From an optimization exercise on the open Yosys and OpenROAD flow, aimed at small area, a short achievable clock period and few clock cycles per item; shortcuts taken in it are not production practice. RTL that was checked went through simulation tests only; none was proved equivalent to the original. No functional check of the RTL was part of run 2. Power figures rest on the tool's default switching activity, not on a simulated workload.

**flow/design.v**
```verilog
package mpat_pkg;
  localparam int ZERO_W   = 12;
  localparam int GAIN_W   = 16;
  localparam int DEG_W    = 9;
  localparam int THR_W    = 12;
  localparam int STAGE_W  = 4;
  localparam int OUT_W    = 12;
  localparam int ANGLE_W  = 22;
  localparam int FRAC_W   = 8;
  localparam int APB_DATA_W = 32;
  localparam int APB_ADDR_W = 5;
  localparam int REG_IDX_W  = 3;
  localparam logic [REG_IDX_W-1:0] REG_ZERO_CODE      = 3'd0;
  localparam logic [REG_IDX_W-1:0] REG_GAIN_Q16       = 3'd1;
  localparam logic [REG_IDX_W-1:0] REG_STAGE_DEGREES  = 3'd2;
  localparam logic [REG_IDX_W-1:0] REG_ANGLE_OFFSET   = 3'd3;
  localparam logic [REG_IDX_W-1:0] REG_JUMP_THRESHOLD = 3'd4;
  localparam logic [REG_IDX_W-1:0] REG_MAX_STAGE      = 3'd5;
  localparam logic [ZERO_W-1:0]  RST_ZERO_CODE      = 12'd427;
  localparam logic [GAIN_W-1:0]  RST_GAIN_Q16       = 16'd2376;
  localparam logic [DEG_W-1:0]   RST_STAGE_DEGREES  = 9'd120;
  localparam logic [DEG_W-1:0]   RST_ANGLE_OFFSET   = 9'd55;
  localparam logic [THR_W-1:0]   RST_JUMP_THRESHOLD = 12'd2200;
  localparam logic [STAGE_W-1:0] RST_MAX_STAGE      = 4'd4;
  typedef struct packed {
    logic [ZERO_W-1:0]  zero_code;
    logic [GAIN_W-1:0]  gain_q16;
    logic [DEG_W-1:0]   stage_degrees;
    logic [DEG_W-1:0]   angle_offset;
    logic [THR_W-1:0]   jump_threshold;
    logic [STAGE_W-1:0] max_stage;
  } cfg_t;
endpackage
module multiturn_polar_angle_tracker #(
  parameter int SAMPLES_PER_AVERAGE = 5,
  parameter int SAMPLE_BITS         = 12
) (
  input  logic                                  clk,
  input  logic                                  rst,
  input  logic                                  psel,
  input  logic                                  penable,
  input  logic                                  pwrite,
  input  logic [mpat_pkg::APB_ADDR_W-1:0]       paddr,
  input  logic [mpat_pkg::APB_DATA_W-1:0]       pwdata,
  output logic [mpat_pkg::APB_DATA_W-1:0]       prdata,
  output logic                                  pready,
  input  logic [SAMPLE_BITS-1:0]                sample,
  input  logic                                  sample_valid,
  output logic                                  sample_stall,
  output logic signed [mpat_pkg::ANGLE_W-1:0]   angle_q8,
  output logic [mpat_pkg::STAGE_W-1:0]          stage,
  output logic [mpat_pkg::OUT_W-1:0]            average,
  output logic [mpat_pkg::OUT_W-1:0]            max_seen,
  output logic [mpat_pkg::OUT_W-1:0]            min_seen,
  output logic                                  result_valid,
  input  logic                                  result_stall
);
  logic [11:0] r_zero;
  logic [15:0] r_gain;
  logic [8:0]  r_deg;
  logic [8:0]  r_off;
  logic [11:0] r_thr;
  logic [3:0]  r_max;
  logic [2:0]  idx;
  logic        wr;
  assign idx    = paddr[4:2];
  assign wr     = psel && penable && pwrite;
  assign pready = 1'b1;
  always_ff @(posedge clk) begin
    if (rst) begin
      r_zero <= mpat_pkg::RST_ZERO_CODE;
      r_gain <= mpat_pkg::RST_GAIN_Q16;
      r_deg  <= mpat_pkg::RST_STAGE_DEGREES;
      r_off  <= mpat_pkg::RST_ANGLE_OFFSET;
      r_thr  <= mpat_pkg::RST_JUMP_THRESHOLD;
      r_max  <= mpat_pkg::RST_MAX_STAGE;
    end else if (wr) begin
      case (idx)
        3'd0:    r_zero <= pwdata[11:0];
        3'd1:    r_gain <= pwdata[15:0];
        3'd2:    r_deg  <= pwdata[8:0];
        3'd3:    r_off  <= pwdata[8:0];
        3'd4:    r_thr  <= pwdata[11:0];
        3'd5:    r_max  <= pwdata[3:0];
        default: ;
      endcase
    end
  end
  always_comb begin
    case (idx)
      3'd0:    prdata = {20'd0, r_zero};
      3'd1:    prdata = {16'd0, r_gain};
      3'd2:    prdata = {23'd0, r_deg};
      3'd3:    prdata = {23'd0, r_off};
      3'd4:    prdata = {20'd0, r_thr};
      3'd5:    prdata = {28'd0, r_max};
      default: prdata = '0;
    endcase
  end
  logic [13:0] acc;
  logic [2:0]  cnt;
  logic        take;
  logic        last;
  logic [14:0] acc_sum;
  assign take    = sample_valid && !sample_stall;
  assign last    = (cnt == 3'd4);
  assign acc_sum = {1'b0, acc} + {3'b0, sample};
  always_ff @(posedge clk) begin
    if (rst) begin
      acc <= '0;
      cnt <= '0;
    end else if (take) begin
      if (last) begin
        acc <= '0;
        cnt <= '0;
      end else begin
        acc <= acc_sum[13:0];
        cnt <= cnt + 3'd1;
      end
    end
  end
  logic [14:0] sq;
  logic        s_full;
  logic        s_half;
  logic        s_mean;
  logic        d_done;
  logic        t_done;
  logic [11:0] mean;
  function automatic logic [3:0] d5step(input logic [2:0] r, input logic b);
    logic       q;
    logic [2:0] n;
    q    = r[2] | (r[1] & (r[0] | b));
    n[0] = r[2] ? ~b : (r[1] ? (r[0] & ~b) : b);
    n[1] = r[2] ? ~b : (r[1] ? (r[0] & b) : r[0]);
    n[2] = r[2] ? b : (r[1] & ~r[0] & ~b);
    d5step = {q, n};
  endfunction
  logic [14:0] div_a;
  logic [14:0] div_b;
  always_comb begin
    logic [2:0] r;
    logic [3:0] o;
    logic [4:0] qa;
    logic [6:0] qb;
    r  = {1'b0, sq[14:13]};
    qa = '0;
    for (int i = 12; i >= 7; i--) begin
      o = d5step(r, sq[i]);
      if (i <= 11) qa[i - 7] = o[3];
      r = o[2:0];
    end
    div_a = {r, qa, sq[6:0]};
    r  = sq[14:12];
    qb = '0;
    for (int i = 6; i >= 0; i--) begin
      o = d5step(r, sq[i]);
      qb[i] = o[3];
      r = o[2:0];
    end
    div_b = {3'b0, sq[11:7], qb};
  end
  assign mean = sq[11:0];
  logic [11:0] avg_q;
  logic [3:0]  stg_q;
  logic [11:0] max_q;
  logic [11:0] min_q;
  logic [21:0] ang_q;
  logic        rv_q;
  logic        out_busy;
  logic        acc_res;
  logic        out_free;
  logic        do_trk;
  logic        do_load;
  logic        do_fin;
  assign acc_res  = rv_q && !result_stall;
  assign out_free = !out_busy || acc_res;
  logic [13:0] up_s;
  logic [13:0] up_c;
  logic [13:0] dn_s;
  logic [13:0] dn_c;
  logic [13:0] up_y;
  logic [13:0] dn_y;
  logic        up;
  logic        down;
  logic [12:0] gt_y;
  logic [12:0] lt_y;
  logic        new_max;
  logic        new_min;
  logic [4:0]  step;
  logic [3:0]  stg_next;
  always_comb begin
    logic [13:0] p;
    logic [13:0] m;
    logic [13:0] np;
    logic [13:0] nm;
    logic [13:0] nt;
    p  = {2'b0, avg_q};
    m  = {2'b0, mean};
    np = ~p;
    nm = ~m;
    nt = ~{2'b0, r_thr};
    for (int i = 0; i < 14; i++) begin
      up_s[i] = p[i] ^ nm[i] ^ nt[i];
      dn_s[i] = m[i] ^ np[i] ^ nt[i];
    end
    up_c[0] = 1'b1;
    dn_c[0] = 1'b1;
    for (int i = 1; i < 14; i++) begin
      up_c[i] = (p[i-1] & nm[i-1]) | (p[i-1] & nt[i-1]) | (nm[i-1] & nt[i-1]);
      dn_c[i] = (m[i-1] & np[i-1]) | (m[i-1] & nt[i-1]) | (np[i-1] & nt[i-1]);
    end
  end
  assign up_y    = up_s + up_c;
  assign dn_y    = dn_s + dn_c;
  assign up      = !up_y[13];
  assign down    = !dn_y[13];
  assign gt_y    = {1'b0, mean} + {1'b0, ~max_q};
  assign lt_y    = {1'b0, min_q} + {1'b0, ~mean};
  assign new_max = gt_y[12];
  assign new_min = lt_y[12];
  always_comb begin
    if (up) begin
      step = {1'b0, stg_q} + 5'd1;
    end else if (down) begin
      step = {1'b0, stg_q} - 5'd1;
    end else begin
      step = {1'b0, stg_q};
    end
    if (step > {1'b0, r_max}) begin
      stg_next = '0;
    end else begin
      stg_next = step[3:0];
    end
  end
  logic signed [16:0] a_q;
  logic [13:0]        d_q;
  logic [7:0]         l_q;
  logic [1:0]         m_cnt;
  logic               m_busy;
  logic               m_done;
  logic               m_idle;
  logic [12:0]        dval;
  logic [6:0]         dneg;
  logic [16:0]        a_init;
  assign dval = {1'b0, mean} - {1'b0, r_zero};
  always_comb begin
    logic [15:0] dx;
    dx = {dval[12], dval[12], dval, 1'b0};
    for (int j = 0; j < 7; j++) begin
      dneg[j] = dx[2*j+2] & ~(dx[2*j+1] & dx[2*j]);
    end
    a_init     = '0;
    a_init[0]  = dneg[0];
    a_init[2]  = dneg[1];
    a_init[4]  = dneg[2];
    a_init[6]  = dneg[3];
    a_init[7]  = 1'b1;
    a_init[8]  = dneg[4];
    a_init[10] = dneg[5];
    a_init[12] = dneg[6];
  end
  assign m_idle  = !m_busy && (!m_done || do_fin);
  assign do_load = s_full && s_mean && !d_done && m_idle;
  assign do_trk  = s_full && s_mean && !t_done && out_free;
  assign do_fin  = m_done && out_busy && !rv_q;
  logic trk_d;
  logic m_go;
  assign m_go = (m_cnt != 2'd3) || (out_busy && !rv_q && !trk_d);
  logic [20:0] row0;
  logic [20:0] row1;
  logic [20:0] cs_s;
  logic [20:0] cs_c;
  logic [20:0] tsum;
  always_comb begin
    logic [2:0]  b0;
    logic [2:0]  b1;
    logic        one0;
    logic        two0;
    logic        neg0;
    logic        one1;
    logic        two1;
    logic        neg1;
    logic [17:0] g1;
    logic [17:0] g2;
    logic [20:0] a;
    b0   = d_q[2:0];
    b1   = d_q[4:2];
    one0 = b0[1] ^ b0[0];
    two0 = (b0[2] & ~b0[1] & ~b0[0]) | (~b0[2] & b0[1] & b0[0]);
    neg0 = b0[2] & ~(b0[1] & b0[0]);
    one1 = b1[1] ^ b1[0];
    two1 = (b1[2] & ~b1[1] & ~b1[0]) | (~b1[2] & b1[1] & b1[0]);
    neg1 = b1[2] & ~(b1[1] & b1[0]);
    g1   = {2'b0, r_gain};
    g2   = {1'b0, r_gain, 1'b0};
    for (int i = 0; i < 18; i++) begin
      row0[i]     = ((one0 & g1[i]) | (two0 & g2[i])) ^ neg0;
      row1[i + 2] = ((one1 & g1[i]) | (two1 & g2[i])) ^ neg1;
    end
    row0[20:18] = {3{neg0}};
    row1[1:0]   = 2'b00;
    row1[20]    = neg1;
    if (m_cnt == 2'd3) begin
      row1 = {{3{x_q[13]}}, x_q, 4'b0};
    end
    a = 21'(a_q);
    for (int i = 0; i < 21; i++) begin
      cs_s[i] = a[i] ^ row0[i] ^ row1[i];
    end
    cs_c[0] = 1'b0;
    for (int i = 1; i < 21; i++) begin
      cs_c[i] = (a[i-1] & row0[i-1]) | (a[i-1] & row1[i-1]) | (row0[i-1] & row1[i-1]);
    end
  end
  assign tsum = cs_s + cs_c;
  logic [13:0] x_q;
  logic [13:0] x_next;
  always_comb begin
    logic [13:0] r [5];
    logic [13:0] s1;
    logic [13:0] c1;
    logic [13:0] s2;
    logic [13:0] c2;
    logic [13:0] s3;
    logic [13:0] c3;
    for (int j = 0; j < 4; j++) begin
      r[j] = stg_q[j] ? (14'(r_deg) << j) : 14'd0;
    end
    r[4] = ~{5'b0, r_off};
    for (int i = 0; i < 14; i++) begin
      s1[i] = r[4][i] ^ r[0][i] ^ r[1][i];
    end
    c1[0] = 1'b1;
    for (int i = 1; i < 14; i++) begin
      c1[i] = (r[4][i-1] & r[0][i-1]) | (r[4][i-1] & r[1][i-1]) | (r[0][i-1] & r[1][i-1]);
    end
    for (int i = 0; i < 14; i++) begin
      s2[i] = s1[i] ^ c1[i] ^ r[2][i];
    end
    c2[0] = 1'b0;
    for (int i = 1; i < 14; i++) begin
      c2[i] = (s1[i-1] & c1[i-1]) | (s1[i-1] & r[2][i-1]) | (c1[i-1] & r[2][i-1]);
    end
    for (int i = 0; i < 14; i++) begin
      s3[i] = s2[i] ^ c2[i] ^ r[3][i];
    end
    c3[0] = 1'b0;
    for (int i = 1; i < 14; i++) begin
      c3[i] = (s2[i-1] & c2[i-1]) | (s2[i-1] & r[3][i-1]) | (c2[i-1] & r[3][i-1]);
    end
    x_next = s3 + c3;
  end
  always_ff @(posedge clk) begin
    x_q <= x_next;
  end
  logic [2:0] cnt_next;
  logic       s_full_next;
  always_comb begin
    cnt_next = cnt;
    if (take) cnt_next = last ? 3'd0 : cnt + 3'd1;
    s_full_next = s_full;
    if (s_full && (d_done || do_load) && (t_done || do_trk)) s_full_next = 1'b0;
    if (take && last) s_full_next = 1'b1;
  end
  always_ff @(posedge clk) begin
    if (rst) begin
      s_full       <= 1'b0;
      s_half       <= 1'b0;
      s_mean       <= 1'b0;
      d_done       <= 1'b0;
      t_done       <= 1'b0;
      sample_stall <= 1'b0;
      m_busy       <= 1'b0;
      m_done       <= 1'b0;
      m_cnt        <= '0;
      trk_d        <= 1'b0;
      rv_q         <= 1'b0;
      out_busy     <= 1'b0;
      avg_q        <= '0;
      stg_q        <= '0;
      max_q        <= '0;
      min_q        <= '1;
    end else begin
      s_full       <= s_full_next;
      sample_stall <= (cnt_next == 3'd4) && s_full_next;
      if (take && last) begin
        s_half <= 1'b0;
        s_mean <= 1'b0;
        d_done <= 1'b0;
        t_done <= 1'b0;
      end else begin
        if (s_full) s_half <= 1'b1;
        if (s_full && s_half) s_mean <= 1'b1;
        if (do_load) d_done <= 1'b1;
        if (do_trk) t_done <= 1'b1;
      end
      if (do_load) begin
        m_busy <= 1'b1;
        m_cnt  <= '0;
      end else if (m_busy && m_go) begin
        m_cnt <= m_cnt + 2'd1;
        if (m_cnt == 2'd3) begin
          m_busy <= 1'b0;
          m_done <= 1'b1;
        end
      end
      if (do_fin) m_done <= 1'b0;
      trk_d <= do_trk;
      if (do_fin) rv_q <= 1'b1;
      else if (acc_res) rv_q <= 1'b0;
      if (do_trk) out_busy <= 1'b1;
      else if (acc_res) out_busy <= 1'b0;
      if (do_trk) begin
        avg_q <= mean;
        stg_q <= stg_next;
        if (new_max) max_q <= mean;
        if (new_min) min_q <= mean;
      end
    end
  end
  always_ff @(posedge clk) begin
    if (take && last) begin
      sq <= acc_sum;
    end else if (s_full && !s_half) begin
      sq <= div_a;
    end else if (s_full && !s_mean) begin
      sq <= div_b;
    end
    if (do_load) begin
      a_q <= a_init;
      d_q <= {dval, 1'b0};
    end else if (m_busy && m_go) begin
      a_q <= tsum[20:4];
      d_q <= {{4{d_q[13]}}, d_q[13:4]};
      l_q <= {tsum[3:0], l_q[7:4]};
    end
    if (do_fin) begin
      if (!a_q[14] && a_q[13]) ang_q <= 22'h1fffff;
      else ang_q <= {a_q[13:0], l_q};
    end
  end
  assign angle_q8     = ang_q;
  assign stage        = stg_q;
  assign average      = avg_q;
  assign max_seen     = max_q;
  assign min_seen     = min_q;
  assign result_valid = rv_q;
endmodule
```
**flow/flow/run.sh**
```bash
#!/bin/bash
# Layout flow: the standard ORFS flow, with one change in synthesis: the
# ABC technology-mapping script is an area-oriented one (area.abc) instead of
# ORFS's speed script. Everything else (register mapping, flattening, renaming,
# floorplan, placement, CTS, routing) is the standard flow, run through
# standard.sh with its own make arguments.
set -euo pipefail
here=$(pwd)
# synthesis body: ORFS synth.tcl with the abc script argument replaced
sed 's#^source \$::env(SCRIPTS_DIR)/synth_preamble.tcl#source $::env(SCRIPTS_DIR)/synth_preamble.tcl\nset abc_args [lreplace $abc_args 1 1 $::env(MY_ABC_SCRIPT)]#' \
  "$FLOW_HOME/scripts/synth.tcl" > "$here/my_synth_body.tcl"
grep -q 'MY_ABC_SCRIPT' "$here/my_synth_body.tcl"
# The standard flow's synthesis wrapper, sourcing that body instead of ORFS's synth.tcl
sed "s#source \$::env(SCRIPTS_DIR)/synth.tcl#source $here/my_synth_body.tcl#" \
  "$here/synth_recipe.tcl" > "$here/my_synth.tcl"
grep -q 'my_synth_body.tcl' "$here/my_synth.tcl"
# standard.sh with the synthesis script swapped
sed "s#SYNTH_SCRIPT=[^ ]*#SYNTH_SCRIPT=$here/my_synth.tcl#" "$here/standard.sh" > "$here/my_standard.sh"
grep -q 'my_synth.tcl' "$here/my_standard.sh"
export MY_ABC_SCRIPT="$here/flow/area.abc"
bash "$here/my_standard.sh" > "$here/flow.log" 2>&1
```
**flow/flow/area.abc**
```
strash
&get -n
&fraig -x
&put
scorr
dc2
dretime
strash
&get -n
&dch -f
&nf -R 1000
&put
```
**flow/standard.sh**
```bash
#!/bin/bash
# synth_recipe.tcl (not shown) runs the flow's synth.tcl, then flattens the netlist and writes it again
# the make line also repeats each setting of config.mk as NAME=value (left out here)
make -C /OpenROAD-flow-scripts/flow DESIGN_CONFIG=/design/flow/config.mk WORK_HOME=/design/flow/orfs CLKGATE_MAP_FILE= SYNTH_SCRIPT=/design/flow/synth_recipe.tcl "${@:-finish}"
```
**flow/config.mk**
```make
export PLATFORM = sky130hd
export DESIGN_NAME = multiturn_polar_angle_tracker
export DESIGN_NICKNAME = multiturn_polar_angle_tracker
export VERILOG_FILES = /design/flow/design.v
export SDC_FILE = /design/flow/constraint.sdc
export NUM_CORES = 4
export LEC_CHECK = 0
export CAP_MARGIN = 20
export CORE_MARGIN = 2
export CORE_UTILIZATION = 40
export SETUP_SLACK_MARGIN = 3.0
export SLEW_MARGIN = 20
```
**flow/constraint.sdc**
```tcl
create_clock -name core_clock -period 7.0 [get_ports {clk}]
set_input_delay 1.4000 -clock core_clock [delete_from_list [all_inputs] [get_ports {clk}]]
set_output_delay 1.4000 -clock core_clock [all_outputs]
set_load 0.01 [all_outputs]
```
==> results of run 1 <==
metal layers:
metal,part of all wire [%],routed length [µm]
met1,44,17140
met3,5.3,2074
met2,48,18730
met4,2.4,947
met5,0,0
state kept, by name, indices dropped and copies added (netlist names), 14 cells and up:
name,flops
ang_q,22
a_q,17
x_q,14
acc,14
sq,15
d_q,14
r_gain,16
how the worst max path moves through the flow:
| stage | startpoint | endpoint | slack, ns | cells after the start |
|---|---|---|---|---|
| 5_1_grt | sq[1] | stg_q[1] | 2.22 | 26 |
| 3_5_place_dp | paddr[4] | prdata[1] | 1.89 | 5 |
| 2_1_floorplan | d_q[3] | a_q[15] | 2.64 | 24 |
| 6_report | d_q[2] | a_q[15] | 2.43 | 24 |
| 3_3_place_gp | paddr[4] | prdata[1] | 1.91 | 5 |
| 4_1_cts | sq[1] | stg_q[0] | 2.50 | 25 |
layout by cell type (no fill, tap or decap), types with 6 or more instances in the layout:
master and count:
conb_1 17, clkdlybuf4s50_1 97, a22o_1 8, mux2_1 8
o21ai_2 9, nor2b_1 16, ha_4 7, a222oi_1 16
buf_6 18, xnor2_1 58, nand3_1 25, nand2_2 6
a21oi_2 26, a21o_1 18, edfxtp_1 65, dfxtp_1 152
o21ai_0 44, clkinv_1 138, o21ai_1 12, a21oi_1 140
xor2_1 15, a31oi_1 6, nand2b_1 34, clkinv_2 10
clkbuf_16 27, nor2_1 100, buf_4 70, nor3_1 6
fa_1 68, a22oi_1 41, and2_0 15, ha_1 108
a211oi_1 31, clkbuf_1 7, o21bai_1 20, clkbuf_2 6
nand2_1 278
critical path, cell delays in order (launching register included):
cell and delay [ns]:
edfxtp_1 0.49, ha_4 0.27, buf_6 0.12, a22oi_2 0.18
xnor2_1 0.14, nor2_1 0.09, fa_1 0.63, ha_4 0.23
a21o_1 0.16, a21oi_2 0.18, o21bai_1 0.10, a21oi_2 0.17
o21bai_2 0.10, a21oi_2 0.18, o21ai_2 0.08, a21o_1 0.19
a21o_1 0.20, nand3_2 0.09, nand2_2 0.07, nand3_2 0.08
nand2_2 0.06, a21o_1 0.18, a21oi_2 0.16, xor2_1 0.21
a21oi_1 0.10
power by group:
part           switching (mW)  total [mW]  leakage [nW]  internal [mW]
logic                   0.429       0.852          4.57          0.423
registers              0.0399        1.41          1.86           1.37
clock network           0.555        1.35         0.410          0.793
total                    1.02        3.61          6.84           2.58
area by class of cell:
type	instances	area, µm²	area share (%)
Tap cell	461	576.8	3.195
Sequential cell	222	5104	28.27
Clock inverter	13	132.6	0.7347
Multi-Input combinational cell	1223	9047	50.12
Inverter	143	558.0	3.091
Clock buffer	35	715.7	3.965
Timing Repair Buffer	207	1918	10.63
repair_timing:
action,in CTS,in global routing
pin swaps,82,70
hold endpoints to repair,0,0
resized for setup,105,77
cloned,0,1
endpoints found under the setup margin,38,36
setup buffers,59,22
cells by family (layout without fill, tap and decap cells):
logic type | count (synthesis) | count (layout) | share of synthesized area (%)
AO/OA/AOI/OAI | 417 | 417 | 18.34
XOR/XNOR | 76 | 76 | 4.672
AND/OR/NAND/NOR | 517 | 517 | 15.72
adder cells (fa/ha/maj) | 187 | 187 | 20.09
flip-flops | 222 | 222 | 35.76
other | 2 | 17 | 0.05271
buffers and inverters | 160 | 398 | 4.663
multiplexers | 9 | 9 | 0.7026
==> results by group, run 1 <==
Global routing
  • Met3 GRT Util: under 10%
  • First-pass GRT wire length: a little over 60,000 µm
  • GRT busiest layer: met2
  • GR Util met1: 27.95%
  • GR Util met2: 35.86%
  • Total congestion overflow: 0
  • Via count of the first global-routing pass: ~12,000
  • Total GRT Usage: 20.90%
  • Initial antenna violation count: 0
  • Pin count of the biggest net entering global routing: 96

Floorplanning
  • Die ar.: 0.03714 mm²
  • Boundary pin count: roughly 150
  • Chip width: slightly below 200 µm
  • Initial Util: between 40% and 50%
  • Core area: approximately 0.035 mm²
  • Floorplan row count: between 60 and 70
  • DIE HEIGHT: around 190 µm

CTS
  • CTS tree: done
  • Max H-tree Level: 1
  • Clk slew on worst S/H paths: ~0.06 ns
  • CTS Buf Count: 26
  • Sink Count: 222
  • Clk buf depth: 3
  • Worst-skew pair later-pin latency: ~0.55 ns
  • Root Driver: clkbuf_16
  • CTS hold repair buffers: 0

Worst setup path
  • Setup Crit Path Kind: reg -> reg
  • Reg2reg start: d_q[2]
  • CP Max Fanout: 6
  • Reg2Reg Depth: 24
  • Worst setup SP type: flop
  • CP required: roughly 7.4 ns
  • Reg-to-reg endpoint: a_q[15]
  • Crit end category: flop
  • R2R setup slack: 2.43 ns
  • Arrival time at the worst endpoint: approximately 5 ns

Final layout
  • Final core utilization: between 50% and 60%
  • Number of cells in the finished layout apart from fillers: roughly 2,300
  • Nets: between 2,000 and 2,500
  • Design Area, Final: around 0.018 mm²
  • Proportion of layout cells with a drive suffix above 1: between 10% and 20%
  • Fill count: 3,249
  • N_diodes: 0
  • Area growth from synthesis to layout: 26.71%

Place
  • Placed Area: 0.01611 mm²
  • Gpl congestion: 0.8801
  • Hpwl dp: roughly 28,000 µm
  • # port buffers: between 100 and 150
  • DP Worst Slack: around 1.9 ns
  • Post-Place Cells: approximately 2,200

Timing
  • Final Hold Vio Count: 0
  • Slew Limit Fails: 0
  • Crit share post-route: between 60% and 70%
  • Slew Limit Headroom: a little over a quarter
  • Worst-Margin Slew: ~1.1 ns
  • Fin Hold WS: roughly 0.44 ns
  • Fmax: about 220 MHz
  • Final Skew: ~0.031 ns
  • RSZ-0062 raised after global routing: yes
  • Final worst setup slack: roughly 2.4 ns
  • Minimum clock period: between 4 and 5 ns
  • Finish-stage setup viols: 0
  • Setup TNS: 0 ns

Logic synthesis
  • Synth top area cells: dfxtp_1, edfxtp_1, ha_1
  • Top-area cell type share of the netlist area: 22.06%
  • Cell count after synthesis: 1,590
  • Count leader, synth: nand2_1
  • FFs w/ async S/R, synth: 0%
  • Netlist cell types: between 50 and 60
  • FF+latch count, synth: ~220
  • Number of synthesized flops with an enable pin: 65
  • Commonest cells in the netlist: nand2_1, a21oi_1, dfxtp_1
  • Yosys warns: 2
  • Average size of a mapped cell: around 9 µm²
  • Sequential share of the synthesized area: 35.76%
  • Post-Syn Area: about 0.014 mm²
  • Dominant synthesized flop cell: dfxtp_1
  • Largest area contributor in the netlist: dfxtp_1

Route
  • ANT nets after route: 0
  • Post-detailed-route via-to-cell ratio: between 5 and 6
  • Drt pass-1 iters: 7
  • Drc violations: 0
  • Routed WL: approximately 39,000 µm
  • DRT iter0 DRCs: between 700 and 800
  • Wire length per cell: between 15 and 20 µm
  • Vias: about 12,000

Power
  • Pwr Density: approximately 200 mW/mm²
  • Leakage Power: 6.844 nW
  • Power Total: ~3.6 mW
  • Worst vdd ir: 0.0001681 V

Worst hold path
  • Hold Path Cell Cnt: 0
  • Hold Crit Class: reg -> reg
  • Hold Path Origin: l_q[6]
  • WHS Endpoint: l_q[2]

Outcome
  • Outcome: finished clean

Job
  • Maxcap violations: 0
Testbench counts, summed over its fixed seeds: cycles 16,072, items 3,200.
==> run 2, diff against run 1 <==
--- a/flow/design.v
+++ b/flow/design.v
@@ -165,14 +165,10 @@
   logic [11:0] max_q;
   logic [11:0] min_q;
-  logic [21:0] ang_q;
   logic        rv_q;
   logic        out_busy;
   logic        acc_res;
-  logic        out_free;
   logic        do_trk;
   logic        do_load;
-  logic        do_fin;
   assign acc_res  = rv_q && !result_stall;
-  assign out_free = !out_busy || acc_res;
   logic [13:0] up_s;
   logic [13:0] up_c;
@@ -238,5 +234,4 @@
   logic [1:0]         m_cnt;
   logic               m_busy;
-  logic               m_done;
   logic               m_idle;
   logic [12:0]        dval;
@@ -260,11 +255,19 @@
     a_init[12] = dneg[6];
   end
-  assign m_idle  = !m_busy && (!m_done || do_fin);
+  assign m_idle  = !m_busy && (!rv_q || acc_res);
   assign do_load = s_full && s_mean && !d_done && m_idle;
-  assign do_trk  = s_full && s_mean && !t_done && out_free;
-  assign do_fin  = m_done && out_busy && !rv_q;
+  logic [3:0] fl_stg;
+  logic       fl_max;
+  logic       fl_min;
+  logic       fl_ok;
+  always_ff @(posedge clk) begin
+    fl_stg <= stg_next;
+    fl_max <= new_max;
+    fl_min <= new_min;
+  end
+  assign do_trk  = s_full && s_mean && fl_ok && !t_done && !out_busy;
   logic trk_d;
   logic m_go;
-  assign m_go = (m_cnt != 2'd3) || (out_busy && !rv_q && !trk_d);
+  assign m_go = (m_cnt != 2'd3) || (out_busy && !trk_d);
   logic [20:0] row0;
   logic [20:0] row1;
@@ -272,36 +275,41 @@
   logic [20:0] cs_c;
   logic [20:0] tsum;
+  logic [13:0] d_next;
+  logic [5:0]  enc_q;
+  logic        last_q;
+  always_comb begin
+    if (do_load) begin
+      d_next = {dval, 1'b0};
+    end else if (m_busy && m_go) begin
+      d_next = {{4{d_q[13]}}, d_q[13:4]};
+    end else begin
+      d_next = d_q;
+    end
+  end
+  function automatic logic [2:0] booth_enc(input logic [2:0] b);
+    booth_enc = {b[1] ^ b[0],
+                 (b[2] & ~b[1] & ~b[0]) | (~b[2] & b[1] & b[0]),
+                 b[2] & ~(b[1] & b[0])};
+  endfunction
+  always_ff @(posedge clk) begin
+    enc_q  <= {booth_enc(d_next[4:2]), booth_enc(d_next[2:0])};
+    last_q <= do_load ? 1'b0 : ((m_busy && m_go) ? (m_cnt == 2'd2) : (m_cnt == 2'd3));
+  end
   always_comb begin
-    logic [2:0]  b0;
-    logic [2:0]  b1;
-    logic        one0;
-    logic        two0;
-    logic        neg0;
-    logic        one1;
-    logic        two1;
-    logic        neg1;
     logic [17:0] g1;
     logic [17:0] g2;
+    logic [20:0] xs;
     logic [20:0] a;
-    b0   = d_q[2:0];
-    b1   = d_q[4:2];
-    one0 = b0[1] ^ b0[0];
-    two0 = (b0[2] & ~b0[1] & ~b0[0]) | (~b0[2] & b0[1] & b0[0]);
-    neg0 = b0[2] & ~(b0[1] & b0[0]);
-    one1 = b1[1] ^ b1[0];
-    two1 = (b1[2] & ~b1[1] & ~b1[0]) | (~b1[2] & b1[1] & b1[0]);
-    neg1 = b1[2] & ~(b1[1] & b1[0]);
-    g1   = {2'b0, r_gain};
-    g2   = {1'b0, r_gain, 1'b0};
+    g1 = {2'b0, r_gain};
+    g2 = {1'b0, r_gain, 1'b0};
     for (int i = 0; i < 18; i++) begin
-      row0[i]     = ((one0 & g1[i]) | (two0 & g2[i])) ^ neg0;
-      row1[i + 2] = ((one1 & g1[i]) | (two1 & g2[i])) ^ neg1;
+      row0[i]     = ((enc_q[2] & g1[i]) | (enc_q[1] & g2[i])) ^ enc_q[0];
+      row1[i + 2] = ((enc_q[5] & g1[i]) | (enc_q[4] & g2[i])) ^ enc_q[3];
     end
-    row0[20:18] = {3{neg0}};
+    row0[20:18] = {3{enc_q[0]}};
     row1[1:0]   = 2'b00;
-    row1[20]    = neg1;
-    if (m_cnt == 2'd3) begin
-      row1 = {{3{x_q[13]}}, x_q, 4'b0};
-    end
+    row1[20]    = enc_q[3];
+    xs   = {{3{x_q[13]}}, x_q, 4'b0};
+    row1 = row1 | (last_q ? xs : 21'd0);
     a = 21'(a_q);
     for (int i = 0; i < 21; i++) begin
@@ -372,7 +380,7 @@
       sample_stall <= 1'b0;
       m_busy       <= 1'b0;
-      m_done       <= 1'b0;
       m_cnt        <= '0;
       trk_d        <= 1'b0;
+      fl_ok        <= 1'b0;
       rv_q         <= 1'b0;
       out_busy     <= 1'b0;
@@ -402,10 +410,9 @@
         if (m_cnt == 2'd3) begin
           m_busy <= 1'b0;
-          m_done <= 1'b1;
         end
       end
-      if (do_fin) m_done <= 1'b0;
       trk_d <= do_trk;
-      if (do_fin) rv_q <= 1'b1;
+      fl_ok <= s_full && s_mean && !do_trk;
+      if (m_busy && m_go && m_cnt == 2'd3) rv_q <= 1'b1;
       else if (acc_res) rv_q <= 1'b0;
       if (do_trk) out_busy <= 1'b1;
@@ -413,7 +420,7 @@
       if (do_trk) begin
         avg_q <= mean;
-        stg_q <= stg_next;
-        if (new_max) max_q <= mean;
-        if (new_min) min_q <= mean;
+        stg_q <= fl_stg;
+        if (fl_max) max_q <= mean;
+        if (fl_min) min_q <= mean;
       end
     end
@@ -427,18 +434,13 @@
       sq <= div_b;
     end
+    d_q <= d_next;
     if (do_load) begin
       a_q <= a_init;
-      d_q <= {dval, 1'b0};
     end else if (m_busy && m_go) begin
       a_q <= tsum[20:4];
-      d_q <= {{4{d_q[13]}}, d_q[13:4]};
       l_q <= {tsum[3:0], l_q[7:4]};
     end
-    if (do_fin) begin
-      if (!a_q[14] && a_q[13]) ang_q <= 22'h1fffff;
-      else ang_q <= {a_q[13:0], l_q};
-    end
   end
-  assign angle_q8     = ang_q;
+  assign angle_q8     = (!a_q[14] && a_q[13]) ? 22'h1fffff : {a_q[13:0], l_q};
   assign stage        = stg_q;
   assign average      = avg_q;
--- a/flow/flow/run.sh
+++ b/flow/flow/run.sh
@@ -18,4 +18,5 @@
 sed "s#SYNTH_SCRIPT=[^ ]*#SYNTH_SCRIPT=$here/my_synth.tcl#" "$here/standard.sh" > "$here/my_standard.sh"
 grep -q 'my_synth.tcl' "$here/my_standard.sh"
+export BUFFER_PORTS_ARGS="-buffer_cell sky130_fd_sc_hd__buf_2"
 export MY_ABC_SCRIPT="$here/flow/area.abc"
 bash "$here/my_standard.sh" > "$here/flow.log" 2>&1
==> flow/flow/area.abc (replaced) <==
&get -n
&st
&dch
&nf
&put
==> run 2 against run 1 <==
Compared with the run above:
- non-clock buffer count fell by 30
- sequential cell count shrank 9
- register-to-register slack improved by 0.64 ns
- wire length grew 2.3%
- clock power about the same
- area after synthesis decreased by 2.6%
- clock-buffer cell count did not move
- global-route usage rose by 0.56 points
- combinational power up 51%
- synthesized cell count down 1.7%
- critical path depth shrank 18
- critical endpoint is now prdata[7]
==> results by group, run 2 <==
Outcome
  • Outcome: finished clean

CTS
  • Root Driver: clkbuf_16
  • CTS hold repair buffers: 0 (unchanged)
  • Clk buf depth: 3 (unchanged)
  • Worst-skew pair later-pin latency: 0.54 ns (about the same)
  • CTS tree: done
  • CTS Buf Count: 25 (-3.8%)
  • Clk slew on worst S/H paths: 0.06 ns (about the same)
  • Sink Count: 213 (-4.1%)
  • Max H-tree Level: 1 (unchanged)

Logic synthesis
  • Top-area cell type share of the netlist area: 25.10% (+3.0 points)
  • Netlist cell types: 63 (+8.6%)
  • Yosys warns: 2 (unchanged)
  • Largest area contributor in the netlist: dfxtp_1
  • Commonest cells in the netlist: nand2_1, dfxtp_1, nor2_1
  • XOR/XNOR Fraction of Synth Area: 4.671% (about the same)
  • FFs w/ async S/R, synth: 0% (unchanged)
  • Dominant synthesized flop cell: dfxtp_1
  • Average size of a mapped cell: 8.878 µm² (-0.93%)
  • Cell count after synthesis: 1,563 (-1.7%)
  • Main combinational cell family by area after synthesis: adder cells
  • Synth Area in Compound Gates: 20.42% (+2.1 points)
  • FF+latch count, synth: 213 (-4.1%)
  • Post-synthesis mux area share: 0.07214% (-0.63 points)
  • Post-Synth Simple-Gate Area: 16.45% (+0.73 points)
  • Post-Synth Adder-Cell Area: 20.65% (+0.56 points)
  • Sequential share of the synthesized area: 33.54% (-2.2 points)
  • Synth top area cells: dfxtp_1, ha_1, fa_1
  • Count leader, synth: nand2_1
  • Number of synthesized flops with an enable pin: 39 (-40%)
  • Post-Syn Area: 0.01388 mm² (-2.6%)

Floorplanning
  • Chip width: 190.3 µm (-1.3%)
  • Floorplan row count: 68 (-1.4%)
  • Die ar.: 0.03620 mm² (-2.6%)
  • DIE HEIGHT: 190.3 µm (-1.3%)
  • Core area: 0.03437 mm² (-2.7%)
  • Initial Util: 40.37% (about the same)
  • Boundary pin count: 153 (unchanged)

Route
  • Post-detailed-route via-to-cell ratio: 5.441 (+2.3%)
  • ANT nets after route: 0 (unchanged)
  • Vias: 12,180 (-0.60%)
  • Routed WL: 39,790 µm (+2.3%)
  • DRT iter0 DRCs: 866 (+9.3%)
  • Drc violations: 0 (unchanged)
  • Wire length per cell: 17.77 µm (+5.3%)
  • Drt pass-1 iters: 5 (-2)

Final layout
  • Commonest cells after routing, fill and taps aside: nand2_1, dfxtp_1, nor2_1
  • Commonest non-fill, non-tap cell in the layout: nand2_1
  • Biggest register: a_q
  • Proportion of layout cells with a drive suffix above 1: 15.64% (+2.3 points)
  • Registers with the most flip-flops: a_q (17), r_gain (16), sq (15)
  • Fill count: 3,335 (+2.6%)
  • Max FFs per register: 17 (-23%)
  • Nets: 2,008 (-2.8%)
  • Final core utilization: 48.31% (-2.8 points)
  • Design Area, Final: 0.01661 mm² (-8.0%)
  • N_diodes: 0 (unchanged)
  • Area growth from synthesis to layout: 19.68%

Timing
  • Final Hold Vio Count: 0 (unchanged)
  • RSZ-0062 raised after global routing: yes
  • Slew Limit Headroom: 31.25% (+4.9 points)
  • Crit share post-route: 59.35% (-5.9 points)
  • Setup TNS: 0 ns (unchanged)
  • Final Skew: 0.01031 ns (-0.02118 ns)
  • Fin Hold WS: 0.4408 ns (-0.002434 ns)
  • Worst-Margin Slew: 1.023 ns (-0.08195 ns)
  • Finish-stage setup viols: 0 (unchanged)
  • Fmax: 240.7 MHz (+9.9%)
  • Slew Limit Fails: 0 (unchanged)
  • Minimum clock period: 4.155 ns (-0.4127 ns)

Worst setup path
  • Crit end category: output port
  • Biggest cell delay along the critical path: 0.52 ns (-0.11 ns)
  • Crit-path cells: buf_8, nor3b_2, buf_4, a222oi_1, nand2_1, buf_2
  • Reg2Reg Depth: 18 (-25%)
  • CP Max Fanout: 5 (-1)
  • CP startpoint: paddr[3]
  • CP required: 5.60 ns (-1.80 ns)
  • Arrival time at the worst endpoint: 2.75 ns (-2.22 ns)
  • Max stage delay cell, worst path: a222oi_1
  • Crit path buffers/inverters: 3 (+2)
  • Crit path depth: 6 (-75%)
  • Reg-to-reg endpoint: fl_stg[2]
  • Worst setup SP type: input pin
  • R2R setup slack: 3.07 ns (+0.64 ns)
  • Setup Crit Path Kind: in -> out
  • CP delay by family, top: compound AO/OA/AOI/OAI gates
  • Reg2reg start: sq[6]
  • CP endpoint: prdata[7]

Worst hold path
  • Hold Path Origin: l_q[5]
  • Hold Crit Class: reg -> reg

Global routing
  • First-pass GRT wire length: 61,550 µm (-0.38%)
  • Total congestion overflow: 0 (unchanged)
  • Pin count of the biggest net entering global routing: 89 (-7.3%)
  • Total GRT Usage: 21.46% (+0.56 points)
  • Via count of the first global-routing pass: 11,410 (-4.4%)
  • Initial antenna violation count: 3 (+3)

Place
  • Hpwl dp: 29,180 µm (+4.5%)
  • Placed Area: 0.01507 mm² (-6.4%)
  • Gpl congestion: 0.8413 (-4.4%)
  • # port buffers: 117 (unchanged)

Power
  • Pwr Density: 244.1 mW/mm² (+22%)
  • Leakage Power: 6.925 nW (+1.2%)
  • Worst vdd ir: 0.0001922 V (+14%)

Job
  • Maxcap violations: 0 (unchanged)
## run 2: changes by cell type after synthesis, sizes merged, moves of 21 or more
cell | before | now
nand2 | 284 | 209
a21oi | 166 | 125
nor2 | 103 | 144
nor3 | 10 | 38
edfxtp | 65 | 39
clkinv | 143 | 119
o21ai | 67 | 88
## run 2: power by group
| group | total (mW) | leakage (nW) | internal (mW) | switching [mW] |
|---|---|---|---|---|
| registers | 1.39 | 1.79 | 1.31 | 0.0798 |
| clock network | 1.38 | 0.425 | 0.831 | 0.549 |
| logic | 1.29 | 4.71 | 0.556 | 0.732 |
| total | 4.05 | 6.92 | 2.69 | 1.36 |
## run 2: cells by family (layout without fill, tap and decap cells)
family,count (synthesis),count (layout)
flops,213,213
other cells,2,17
simple gates,512,512
xor+xnor,74,74
buf+inv,136,342
compound gates,438,438
fa+ha+maj,187,187
mux,1,1
## run 2: layout make-up
cell class / count / area [µm²] / share of cell area, %
Clock inverter: 11 / 117.6 / 0.7083
Inverter: 119 / 452.9 / 2.728
Sequential cell: 213 / 4700 / 28.30
Timing Repair Buffer: 177 / 1105 / 6.653
Tap cell: 455 / 569.3 / 3.428
Multi-Input combinational cell: 1229 / 8905 / 53.62
Clock buffer: 35 / 757.0 / 4.558
## run 2: how the worst min path moves through the flow
stage / end / slack (ns) / cells past startpoint
after CTS: l_q[0] / 0.44 / 0
after detailed placement: l_q[0] / 0.43 / 0
after global routing: l_q[3] / 0.46 / 0
after floorplan: l_q[0] / 0.42 / 0
final: l_q[1] / 0.44 / 0
after global placement: l_q[3] / 0.42 / 0
## run 2: what timing repair did
| item | CTS | global route |
|---|---|---|
| pin swaps | 13 | 25 |
| buffers inserted | 18 | 27 |
| gates resized for setup | 39 | 54 |
| gates cloned | 1 | 1 |
| endpoints found under the setup margin | 19 | 23 |
## run 2: per-layer routing
layer / up-vias / track usage, % / routed length [µm]
li1: 5952 / - / -
met1: 5821 / 29.09 / 17760
met2: 343 / 36.31 / 18880
met3: 60 / 3.018 / 2291
met4: 6 / 4.890 / 830
met5: - / 0 / 35
## run 2: through the flow
step	setup WS, ns	power, mW	cells
5_1_grt	2.855	4.295	2239
6_report	2.845	4.054	2239
4_1_cts	2.915	4.028	2211
3_5_place_dp	2.249	2.629	2146
2_1_floorplan	3.020	2.309	1578
3_3_place_gp	2.296	2.607	2146
==> run 3, diff against run 2 <==
--- a/flow/design.v
+++ b/flow/design.v
@@ -183,5 +183,4 @@
   logic        new_max;
   logic        new_min;
-  logic [4:0]  step;
   logic [3:0]  stg_next;
   always_comb begin
@@ -216,15 +215,16 @@
   assign new_min = lt_y[12];
   always_comb begin
+    logic [3:0] inc_v;
+    logic [3:0] dec_v;
+    logic [3:0] keep_v;
+    inc_v  = ({1'b0, stg_q} + 5'd1 > {1'b0, r_max}) ? 4'd0 : stg_q + 4'd1;
+    dec_v  = (stg_q == 4'd0 || stg_q - 4'd1 > r_max) ? 4'd0 : stg_q - 4'd1;
+    keep_v = (stg_q > r_max) ? 4'd0 : stg_q;
     if (up) begin
-      step = {1'b0, stg_q} + 5'd1;
+      stg_next = inc_v;
     end else if (down) begin
-      step = {1'b0, stg_q} - 5'd1;
+      stg_next = dec_v;
     end else begin
-      step = {1'b0, stg_q};
-    end
-    if (step > {1'b0, r_max}) begin
-      stg_next = '0;
-    end else begin
-      stg_next = step[3:0];
+      stg_next = keep_v;
     end
   end
--- a/flow/config.mk
+++ b/flow/config.mk
@@ -8,5 +8,6 @@
 export CAP_MARGIN = 20
 export CORE_MARGIN = 2
-export CORE_UTILIZATION = 40
+export CORE_UTILIZATION = 60
+export PLACE_DENSITY = 0.72
 export SETUP_SLACK_MARGIN = 3.0
 export SLEW_MARGIN = 20
==> run 3 against run 2 <==
Compared with the run above:
- sequential share of layout area up 0.78 points
- largest power group unchanged
- combinational power down 11%
- critical path type unchanged
- synthesized cell count up 0.96%
- highest routed layer is now met4
==> results by group, run 3 <==
Worst setup path
  • CP Max Fanout: 6 (+1)
  • Setup Crit Path Kind: in -> out
  • CP required: 5.60 ns (about the same)
  • Crit end category: output port
  • Worst setup SP type: input pin
  • Arrival time at the worst endpoint: 2.63 ns (-0.12 ns)

Global routing
  • GR Util met2: 53.28% (+17 points)
  • Met3 GRT Util: 4.213% (+1.2 points)
  • Total congestion overflow: 0 (unchanged)
  • Initial antenna violation count: 0 (-3)
  • First-pass GRT wire length: 60,510 µm (-1.7%)
  • GR Util met1: 41.12% (+12 points)
  • GRT busiest layer: met2
  • Pin count of the biggest net entering global routing: 83 (-6.7%)
  • Via count of the first global-routing pass: 11,670 (+2.3%)
  • Total GRT Usage: 31.03% (+9.6 points)

Final layout
  • N_diodes: 0 (unchanged)
  • Max FFs per register: 17 (unchanged)
  • Fill count: 1,875 (-44%)
  • Biggest register: a_q
  • Commonest non-fill, non-tap cell in the layout: nand2_1
  • Nets: 1,999 (-0.45%)
  • Registers with the most flip-flops: a_q (17), r_gain (16), sq (15)
  • Design Area, Final: 0.01612 mm² (-2.9%)
  • Proportion of layout cells with a drive suffix above 1: 11.83% (-3.8 points)
  • Commonest cells after routing, fill and taps aside: nand2_1, dfxtp_1, nor2_1
  • Area growth from synthesis to layout: 14.87%

Logic synthesis
  • FFs w/ async S/R, synth: 0% (unchanged)
  • Commonest cells in the netlist: nand2_1, dfxtp_1, nor2_1
  • Sequential share of the synthesized area: 33.17% (-0.37 points)
  • Netlist cell types: 60 (-4.8%)
  • Top-area cell type share of the netlist area: 24.83% (-0.28 points)
  • Number of synthesized flops with an enable pin: 39 (unchanged)
  • Yosys warns: 2 (unchanged)
  • Synth top area cells: dfxtp_1, ha_1, fa_1
  • Largest area contributor in the netlist: dfxtp_1
  • Cell count after synthesis: 1,578 (+0.96%)
  • FF+latch count, synth: 213 (unchanged)
  • Post-Syn Area: 0.01403 mm² (+1.1%)
  • Count leader, synth: nand2_1
  • Average size of a mapped cell: 8.892 µm² (+0.16%)
  • Dominant synthesized flop cell: dfxtp_1

Floorplanning
  • Chip width: 156.9 µm (-18%)
  • DIE HEIGHT: 156.9 µm (-18%)
  • Floorplan row count: 55 (-19%)
  • Initial Util: 61.60% (+21 points)
  • Core area: 0.02278 mm² (-34%)
  • Boundary pin count: 153 (unchanged)
  • Die ar.: 0.02462 mm² (-32%)

Worst hold path
  • Hold Crit Class: reg -> reg

Route
  • Drt pass-1 iters: 7 (+2)
  • Vias: 12,330 (+1.2%)
  • Wire length per cell: 18.42 µm (+3.6%)
  • Drc violations: 0 (unchanged)
  • DRT iter0 DRCs: 905 (+4.5%)
  • Post-detailed-route via-to-cell ratio: 5.926 (+8.9%)
  • Routed WL: 38,310 µm (-3.7%)
  • ANT nets after route: 0 (unchanged)

Place
  • Gpl congestion: 0.9246 (+9.9%)
  • Hpwl dp: 27,820 µm (-4.6%)
  • # port buffers: 117 (unchanged)
  • Placed Area: 0.01504 mm² (-0.24%)

CTS
  • Max H-tree Level: 1 (unchanged)
  • Sink Count: 213 (unchanged)
  • CTS Buf Count: 25 (unchanged)
  • Root Driver: clkbuf_16
  • CTS tree: done
  • Worst-skew pair later-pin latency: 0.52 ns (-0.02 ns)
  • Clk slew on worst S/H paths: 0.06 ns (about the same)
  • Clk buf depth: 3 (unchanged)

Power
  • Worst vdd ir: 0.0001864 V (-3.0%)
  • Leakage Power: 6.723 nW (-2.9%)
  • Pwr Density: 239.2 mW/mm² (-2.0%)
  • Power Total: 3.855 mW (-4.9%)

Timing
  • Setup TNS: 0 ns (unchanged)
  • Finish-stage setup viols: 0 (unchanged)
  • Final Hold Vio Count: 0 (unchanged)
  • Crit share post-route: 57.50% (-1.8 points)
  • Worst-Margin Slew: 0.9258 ns (-0.09673 ns)
  • Slew Limit Fails: 0 (unchanged)
  • Final Skew: 0.01106 ns (+0.0007459 ns)
  • Fmax: 248.4 MHz (+3.2%)
  • Minimum clock period: 4.025 ns (-0.1295 ns)
  • Slew Limit Headroom: 38.05% (+6.8 points)
  • RSZ-0062 raised after global routing: yes
  • Fin Hold WS: 0.4295 ns (-0.01127 ns)

Job
  • Maxcap violations: 0 (unchanged)

Outcome
  • Outcome: finished clean
run 3: cell count changes in the layout (fill, tap and decap cells not counted), moves of 6 or more:
cell / change
buf_4: -24
ha_1: +13
a21oi_1: +11
a211oi_1: +8
a221oi_1: -8
nand3_1: +8
clkbuf_1: +6
o21ai_1: -6
run 3: cells by family (layout without fill, tap and decap cells):
group	Yosys count	count (layout)	share of synthesized area, %
simple gates	513	513	16.26
compound gates	443	443	20.47
flops	213	213	33.17
fa+ha+maj	194	194	21.05
buf+inv	134	308	4.040
xor+xnor	76	76	4.744
mux	3	3	0.2229
other cells	2	17	0.05352
run 3: worst paths after layout:
path | start | endpoint | slack (ns) | cells after the start
setup / recovery | paddr[3] | prdata[4] | 2.97 | 6
hold / removal | l_q[5] | l_q[1] | 0.43 | 0
setup reg to reg | r_deg[2] | x_q[13] | 3.17 | 16
hold reg to reg | l_q[5] | l_q[1] | 0.43 | 0
run 3: metal layers:
layer  vias to the layer above  part of all wire [%]
li1                       5956                     -
met1                      5877                    43
met2                       416                    48
met3                        78                   6.2
met4                         0                   2.8
met5                         -                     0
run 3: report_power, final:
group / switching, mW / internal (mW)
Combinational: 0.653 / 0.493
Sequential: 0.0848 / 1.30
Clock: 0.521 / 0.801
run 3: repair_timing:
| action | CTS | global route |
|---|---|---|
| pin swaps | 2 | 3 |
| buffers inserted | 6 | 12 |
| hold buffers | 0 | 0 |
| setup endpoints to repair | 25 | 15 |
| endpoints found under the hold margin | 0 | 0 |
| resized for setup | 15 | 28 |
run 3: metrics by stage:
step / utilization [%] / instances / setup slack (ns)
2_1_floorplan: - / 1593 / 3.037
3_3_place_gp: 66.02 / 2017 / 2.568
3_5_place_dp: 66.02 / 2017 / 2.569
4_1_cts: 70.05 / 2068 / 2.992
5_1_grt: 70.76 / 2080 / 2.918
6_report: 70.76 / 2080 / 2.975
run 3: cell type report:
cell class	count	area (µm²)	share of cell area [%]
Clock buffer	38	704.4	4.371
Clock inverter	7	111.4	0.6909
Inverter	117	442.9	2.748
Multi-Input combinational cell	1246	8940	55.47
Sequential cell	213	4687	29.08
Tap cell	313	391.6	2.430
Timing Repair Buffer	146	839.6	5.209
run 3: critical path: stages:
cell      delay (ns)
buf_6           0.11
nor3b_1         0.13
buf_4           0.16
a222oi_1        0.47
nand2_1         0.18
buf_2           0.18
Testbench counts of run 3, summed over its fixed seeds: cycles 16,064, items 3,200.
==> run 4, diff against run 3 <==
--- a/flow/config.mk
+++ b/flow/config.mk
@@ -8,6 +8,6 @@
 export CAP_MARGIN = 20
 export CORE_MARGIN = 2
-export CORE_UTILIZATION = 60
-export PLACE_DENSITY = 0.72
+export CORE_UTILIZATION = 40
+export CTS_CLUSTER_SIZE = 30
 export SETUP_SLACK_MARGIN = 3.0
 export SLEW_MARGIN = 20
==> run 4 against run 3 <==
Compared with the run above:
- first-iteration DRC count is 2.2% lower
- area after synthesis stayed put
- cell area is 0.99% higher
- clock power is 5% lower
- critical path depth stayed put
- sequential power hardly changed
- synthesized cell count stayed put
- clock-buffer cell count is 2 higher
- critical endpoint is now prdata[11]
- cell count is 7.0% higher
==> results by group, run 4 <==
Timing
  • Minimum clock period: 4.092 ns (+0.06649 ns)
  • Fmax: 244.4 MHz (-1.6%)
  • Fin Hold WS: 0.4425 ns (+0.01293 ns)
  • Slew Limit Headroom: 23.17% (-15 points)
  • Slew Limit Fails: 0 (unchanged)
  • Finish-stage setup viols: 0 (unchanged)
  • Crit share post-route: 58.45% (+0.95 points)
  • Final Skew: 0.01757 ns (+0.006511 ns)
  • Worst-Margin Slew: 1.152 ns (+0.2260 ns)
  • Final Hold Vio Count: 0 (unchanged)
  • RSZ-0062 raised after global routing: yes
  • Setup TNS: 0 ns (unchanged)

Worst setup path
  • Crit path buffers/inverters: 4 (+1)
  • Crit-path cells: buf_8, nor3b_4, buf_6, a222oi_1, clkinv_1, buf_2
  • Max stage delay cell, worst path: a222oi_1
  • Worst setup SP type: input pin
  • CP required: 5.60 ns (about the same)
  • Crit end category: output port
  • CP Max Fanout: 8 (+2)
  • Biggest cell delay along the critical path: 0.59 ns (+0.12 ns)
  • Setup Crit Path Kind: in -> out
  • Arrival time at the worst endpoint: 2.69 ns (+0.06 ns)
  • CP delay by family, top: compound AO/OA/AOI/OAI gates

Global routing
  • Initial antenna violation count: 0 (unchanged)
  • Via count of the first global-routing pass: 11,650 (-0.20%)
  • Total congestion overflow: 0 (unchanged)
  • Pin count of the biggest net entering global routing: 79 (-4.8%)
  • First-pass GRT wire length: 61,640 µm (+1.9%)
  • Total GRT Usage: 21.27% (-9.8 points)

Final layout
  • Area growth from synthesis to layout: 16.01%
  • Commonest non-fill, non-tap cell in the layout: nand2_1
  • Biggest register: a_q
  • N_diodes: 0 (unchanged)
  • Max FFs per register: 17 (unchanged)
  • Registers with the most flip-flops: a_q (17), r_gain (16), sq (15)
  • Fill count: 3,349 (+79%)
  • Nets: 2,002 (+0.15%)
  • Commonest cells after routing, fill and taps aside: nand2_1, dfxtp_1, nor2_1
  • Design Area, Final: 0.01628 mm² (+0.99%)
  • Proportion of layout cells with a drive suffix above 1: 12.09% (+0.26 points)

Logic synthesis
  • Top-area cell type share of the netlist area: 24.83% (unchanged)
  • Number of synthesized flops with an enable pin: 39 (unchanged)
  • Commonest cells in the netlist: nand2_1, dfxtp_1, nor2_1
  • Synth top area cells: dfxtp_1, ha_1, fa_1
  • Count leader, synth: nand2_1
  • Post-Synth Simple-Gate Area: 16.26% (unchanged)
  • Post-Synth Adder-Cell Area: 21.05% (unchanged)
  • Main combinational cell family by area after synthesis: adder cells
  • Cell count after synthesis: 1,578 (unchanged)
  • Dominant synthesized flop cell: dfxtp_1
  • FFs w/ async S/R, synth: 0% (unchanged)
  • FF+latch count, synth: 213 (unchanged)
  • Netlist cell types: 60 (unchanged)
  • Yosys warns: 2 (unchanged)
  • Post-synthesis mux area share: 0.2229% (unchanged)
  • XOR/XNOR Fraction of Synth Area: 4.744% (unchanged)
  • Sequential share of the synthesized area: 33.17% (unchanged)
  • Synth Area in Compound Gates: 20.47% (unchanged)
  • Average size of a mapped cell: 8.892 µm² (unchanged)
  • Post-Syn Area: 0.01403 mm² (unchanged)
  • Largest area contributor in the netlist: dfxtp_1

CTS
  • Root Driver: clkbuf_16
  • Clk slew on worst S/H paths: 0.06 ns (about the same)
  • Clk buf depth: 3 (unchanged)
  • Worst-skew pair later-pin latency: 0.54 ns (+0.02 ns)
  • Sink Count: 213 (unchanged)
  • Max H-tree Level: 1 (unchanged)
  • CTS tree: done
  • CTS Buf Count: 25 (unchanged)

Route
  • Routed WL: 38,950 µm (+1.7%)
  • Wire length per cell: 17.51 µm (-4.9%)
  • Post-detailed-route via-to-cell ratio: 5.428 (-8.4%)
  • DRT iter0 DRCs: 885 (-2.2%)
  • Drc violations: 0 (unchanged)
  • ANT nets after route: 0 (unchanged)
  • Drt pass-1 iters: 5 (-2)
  • Vias: 12,080 (-2.0%)

Floorplanning
  • Chip width: 191.3 µm (+22%)
  • DIE HEIGHT: 191.3 µm (+22%)
  • Floorplan row count: 68 (+24%)
  • Core area: 0.03454 mm² (+52%)
  • Boundary pin count: 153 (unchanged)
  • Die ar.: 0.03659 mm² (+49%)
  • Initial Util: 40.62% (-21 points)

Power
  • Worst vdd ir: 0.0002049 V (+9.9%)
  • Pwr Density: 233.3 mW/mm² (-2.5%)
  • Leakage Power: 6.720 nW (about the same)

Place
  • # port buffers: 117 (unchanged)
  • Gpl congestion: 0.8972 (-3.0%)
  • Placed Area: 0.01522 mm² (+1.2%)
  • Hpwl dp: 29,340 µm (+5.4%)

Job
  • Maxcap violations: 0 (unchanged)

Worst hold path
  • Hold Crit Class: reg -> reg

Outcome
  • Outcome: finished clean
[run 4: cell counts after synthesis]
Identical to the previous run, type by type.
[run 4: worst register-to-register path, stage by stage, from the launching register on]
cell and delay, ns:
dfxtp_4 0.46, a22oi_1 0.14, o21ai_0 0.32, fa_1 0.48, ha_1 0.36, a21oi_1 0.15
o21ai_0 0.10, a21oi_1 0.23, o21ai_0 0.20, a31oi_1 0.30, o21ai_1 0.13, nand3_1 0.10
nand2_1 0.12, o21ai_1 0.33, o31ai_1 0.13
[run 4: where the power goes]
| group | switching [mW] | internal [mW] | total [mW] |
|---|---|---|---|
| Clock | 0.525 | 0.724 | 1.25 |
| Combinational | 0.665 | 0.498 | 1.16 |
| Sequential | 0.0827 | 1.30 | 1.38 |
| Total | 1.27 | 2.52 | 3.80 |
[run 4: metal layers]
metal  track usage (%)  part of all wire, %  up-vias
met1             28.02                   44     5742
met4             5.888                  2.5        0
met5                 0                    0        -
met3             3.268                  5.7       56
met2             36.14                   48      320
li1                  -                    -     5959
[run 4: cells by family (layout without fill, tap and decap cells)]
logic type | count (synthesis) | after routing
AO/OA/AOI/OAI | 443 | 443
XOR/XNOR | 76 | 76
adder cells (fa/ha/maj) | 194 | 194
buffers and inverters | 134 | 311
flip-flops | 213 | 213
multiplexers | 3 | 3
other | 2 | 17
AND/OR/NAND/NOR | 513 | 513
[run 4: final timing paths]
path | start | end | slack, ns | cells past startpoint
worst min register to register | l_q[5] | l_q[1] | 0.44 | 0
worst max register to register | enc_q[4] | a_q[12] | 3.19 | 14
worst max-delay path | paddr[2] | prdata[11] | 2.91 | 6
worst min-delay path | l_q[5] | l_q[1] | 0.44 | 0
[run 4: cell type report]
cell class / count / area (µm²) / area share [%]
clock inverter: 5 / 28.78 / 0.1768
inverter: 117 / 439.2 / 2.698
timing repair buffer: 149 / 867.1 / 5.327
sequential: 213 / 4691 / 28.82
tap: 455 / 569.3 / 3.498
clock buffer: 40 / 743.2 / 4.566
multi-input combinational: 1246 / 8939 / 54.92
[run 4: stage by stage]
stage          util, %  instances  power [mW]  setup WS, ns
2_1_floorplan        -       1593       2.242         3.037
3_5_place_dp     44.06       2159       2.540         2.599
3_3_place_gp     44.05       2159       2.527         2.615
5_1_grt          47.12       2225       4.033         2.886
6_report         47.12       2225       3.797         2.908
4_1_cts          46.74       2215       3.810         2.968
[run 4: timing repair]
item | CTS | global route
pin swaps | 4 | 7
buffers inserted | 11 | 10
hold buffers | 0 | 0
setup endpoints to repair | 24 | 16
cloned | 0 | 0
resized for setup | 23 | 24
==> run 5, diff against run 4 <==
--- a/flow/config.mk
+++ b/flow/config.mk
@@ -9,5 +9,6 @@
 export CORE_MARGIN = 2
 export CORE_UTILIZATION = 40
-export CTS_CLUSTER_SIZE = 30
+export CTS_CLUSTER_DIAMETER = 120
+export CTS_CLUSTER_SIZE = 18
 export SETUP_SLACK_MARGIN = 3.0
 export SLEW_MARGIN = 20
==> run 5 against run 4 <==
Compared with the run above:
- total power shrank 11%
- via count shrank 0.94%
- critical endpoint unchanged
- cell area shrank 2.1%
- sequential share of layout area grew 0.64 points
- cell count shrank 0.85%
- core utilization shrank 0.98 points
- worst setup slack lost 0.040 ns
- largest power group unchanged
- global-route usage shrank 0.21 points
==> results by group, run 5 <==
Route
  • Post-detailed-route via-to-cell ratio: 5.423 (about the same)
  • ANT nets after route: 0 (unchanged)
  • Drc violations: 0 (unchanged)
  • Wire length per cell: 17.51 µm (about the same)
  • Vias: 11,960 (-0.94%)
  • Routed WL: 38,630 µm (-0.84%)
  • DRT iter0 DRCs: 746 (-16%)
  • Drt pass-1 iters: 5 (unchanged)

Final layout
  • Area growth from synthesis to layout: 13.60%
  • Registers with the most flip-flops: a_q (17), r_gain (16), sq (15)
  • Commonest non-fill, non-tap cell in the layout: nand2_1
  • Nets: 1,994 (-0.40%)
  • Proportion of layout cells with a drive suffix above 1: 11.25% (-0.84 points)
  • Biggest register: a_q
  • Commonest cells after routing, fill and taps aside: nand2_1, dfxtp_1, nor2_1
  • Max FFs per register: 17 (unchanged)
  • Number of cells in the finished layout apart from fillers: 2,206 (-0.85%)
  • N_diodes: 0 (unchanged)

Worst setup path
  • CP required: 5.60 ns (about the same)
  • Arrival time at the worst endpoint: 2.73 ns (+0.04 ns)
  • CP startpoint: paddr[2]
  • Reg2reg start: enc_q[4]
  • CP Max Fanout: 8 (unchanged)
  • Setup Crit Path Kind: in -> out
  • Crit end category: output port
  • Worst setup SP type: input pin

Timing
  • Slew Limit Headroom: 26.11% (+2.9 points)
  • Finish-stage setup viols: 0 (unchanged)
  • Crit share post-route: 59.02% (+0.57 points)
  • Final Skew: 0.01964 ns (+0.002078 ns)
  • RSZ-0062 raised after global routing: yes
  • Slew Limit Fails: 0 (unchanged)
  • Fmax: 242.0 MHz (-0.96%)
  • Minimum clock period: 4.131 ns (+0.03968 ns)
  • Final Hold Vio Count: 0 (unchanged)
  • Setup TNS: 0 ns (unchanged)
  • Worst-Margin Slew: 1.108 ns (-0.04403 ns)

CTS
  • Max H-tree Level: 1 (unchanged)
  • CTS Buf Count: 15 (-40%)
  • Clk slew on worst S/H paths: 0.09 ns (+0.03 ns)
  • Root Driver: clkbuf_16
  • Clk buf depth: 3 (unchanged)
  • Worst-skew pair later-pin latency: 0.50 ns (-0.04 ns)
  • Sink Count: 213 (unchanged)
  • CTS tree: done
  • CTS hold repair buffers: 0 (unchanged)

Floorplanning
  • Chip width: 191.3 µm (unchanged)
  • DIE HEIGHT: 191.3 µm (unchanged)
  • Die ar.: 0.03659 mm² (unchanged)
  • Boundary pin count: 153 (unchanged)
  • Core area: 0.03454 mm² (unchanged)
  • Floorplan row count: 68 (unchanged)
  • Initial Util: 40.62% (unchanged)

Logic synthesis
  • FFs w/ async S/R, synth: 0% (unchanged)
  • Cell count after synthesis: 1,578 (unchanged)
  • Synth top area cells: dfxtp_1, ha_1, fa_1
  • Sequential share of the synthesized area: 33.17% (unchanged)
  • Count leader, synth: nand2_1
  • Largest area contributor in the netlist: dfxtp_1
  • Top-area cell type share of the netlist area: 24.83% (unchanged)
  • FF+latch count, synth: 213 (unchanged)
  • Post-Syn Area: 0.01403 mm² (unchanged)
  • Netlist cell types: 60 (unchanged)
  • Average size of a mapped cell: 8.892 µm² (unchanged)
  • Commonest cells in the netlist: nand2_1, dfxtp_1, nor2_1
  • Number of synthesized flops with an enable pin: 39 (unchanged)
  • Yosys warns: 2 (unchanged)
  • Dominant synthesized flop cell: dfxtp_1

Power
  • Worst vdd ir: 0.0001793 V (-12%)
  • Leakage Power: 6.554 nW (-2.5%)
  • Power Total: 3.391 mW (-11%)
  • Pwr Density: 212.7 mW/mm² (-8.8%)

Global routing
  • Initial antenna violation count: 0 (unchanged)
  • Via count of the first global-routing pass: 11,570 (-0.69%)
  • Pin count of the biggest net entering global routing: 79 (unchanged)
  • First-pass GRT wire length: 61,220 µm (-0.67%)
  • Total congestion overflow: 0 (unchanged)
  • Total GRT Usage: 21.06% (-0.21 points)

Place
  • Gpl congestion: 0.8972 (unchanged)
  • # port buffers: 117 (unchanged)
  • Post-Place Cells: 2,159 (unchanged)
  • Hpwl dp: 29,340 µm (unchanged)

Worst hold path
  • Hold Path Origin: l_q[5]
  • Hold Crit Class: reg -> reg

Outcome
  • Outcome: finished clean

Job
  • Maxcap violations: 0 (unchanged)
==> run 5: cell counts after synthesis <==
Identical to the previous run, type by type.
==> run 5: per-layer routing <==
| metal | share of wire, % | global-route usage (%) |
|---|---|---|
| met3 | 5.6 | 3.139 |
| met4 | 2.0 | 5.089 |
| met1 | 44 | 27.91 |
| met5 | 0 | 0 |
| met2 | 48 | 35.99 |
==> run 5: power breakdown <==
group	total, mW	internal [mW]	leakage [nW]	switching (mW)
combinational	1.15	0.496	4.56	0.657
clock	0.857	0.413	0.205	0.444
sequential	1.38	1.30	1.78	0.0828
==> run 5: cells by family after synthesis <==
group,synth area share (%)
buf+inv,4.040
other cells,0.05352
fa+ha+maj,21.05
compound gates,20.47
flops,33.17
xor+xnor,4.744
mux,0.2229
simple gates,16.26
==> run 5: through the flow <==
step                hold WS, ns  util (%)  cell area [µm²]  setup slack, ns
floorplan                0.4168         -            14100            3.037
global placement         0.4280     44.05            15220            2.615
detailed placement       0.4285     44.06            15220            2.599
CTS                      0.4410     45.77            15810            2.971
global route             0.4650     46.14            15940            2.886
finish                   0.4399     46.14            15940            2.869
==> run 5: worst paths after layout <==
check             slack [ns]          to  cells past startpoint
setup / recovery        2.87  prdata[11]                      6
hold / removal          0.44      l_q[1]                      0
setup reg to reg        3.23     a_q[12]                     14
hold reg to reg         0.44      l_q[1]                      0
==> run 5: layout make-up <==
class / count / area (µm²)
clock buffers: 23 / 415.4
clock inverters: 1 / 8.758
fillers: 3385 / 18600
inverters: 117 / 439.2
multi-input cells: 1246 / 8931
flip-flops and latches: 213 / 4696
well taps: 455 / 569.3
repair buffers: 151 / 879.6
==> run 5: critical path, cell delays in order <==
cell and delay, ns:
buf_8 0.10, nor3b_4 0.14, buf_6 0.13, a222oi_1 0.62, clkinv_1 0.16, buf_2 0.17
==> run 5: timing repair <==
item / 4_1_cts / 5_1_grt
setup endpoints to repair: 25 / 17
pin swaps: 4 / 8
cloned: 0 / 0
gates resized for setup: 23 / 25
setup buffers: 13 / 10

afterwards: timing with drivers on the ports:
In the flow no input, the clock included, has a driving cell. The finished layouts below were timed again as built, in two steps.
Step 1 sets driving cells, clkbuf_16 on the clock port and buf_2 on the other inputs (assumed; they add their load-dependent delay and slew).
Step 2, shift: input delay + t, output delay - t, t = (earliest + latest rising clock arrival at the registers) / 2. This alone moves slack from input paths to output paths.
a / b / c = ideal ports / drivers / drivers and shift; a / b = the first two.
run	t, ns	setup WS [ns]	worst setup path at the end	worst data-port slew with drivers (ns)
run 1	0.585	2.433 / 2.433 / 2.433	register to register	0.05
run 2	0.581	2.845 / 2.805 / 2.805	input to output	0.07
run 3	0.568	2.975 / 2.943 / 2.943	input to output	0.05
run 4	0.582	2.908 / 2.870 / 2.870	input to output	0.05
run 5	0.543	2.869 / 2.831 / 2.831	input to output	0.05
After both steps every run listed still meets setup and hold. For run 2, which loses most, drivers alone change the setup slack by -0.040 ns; drivers and shift together by -0.040 ns.
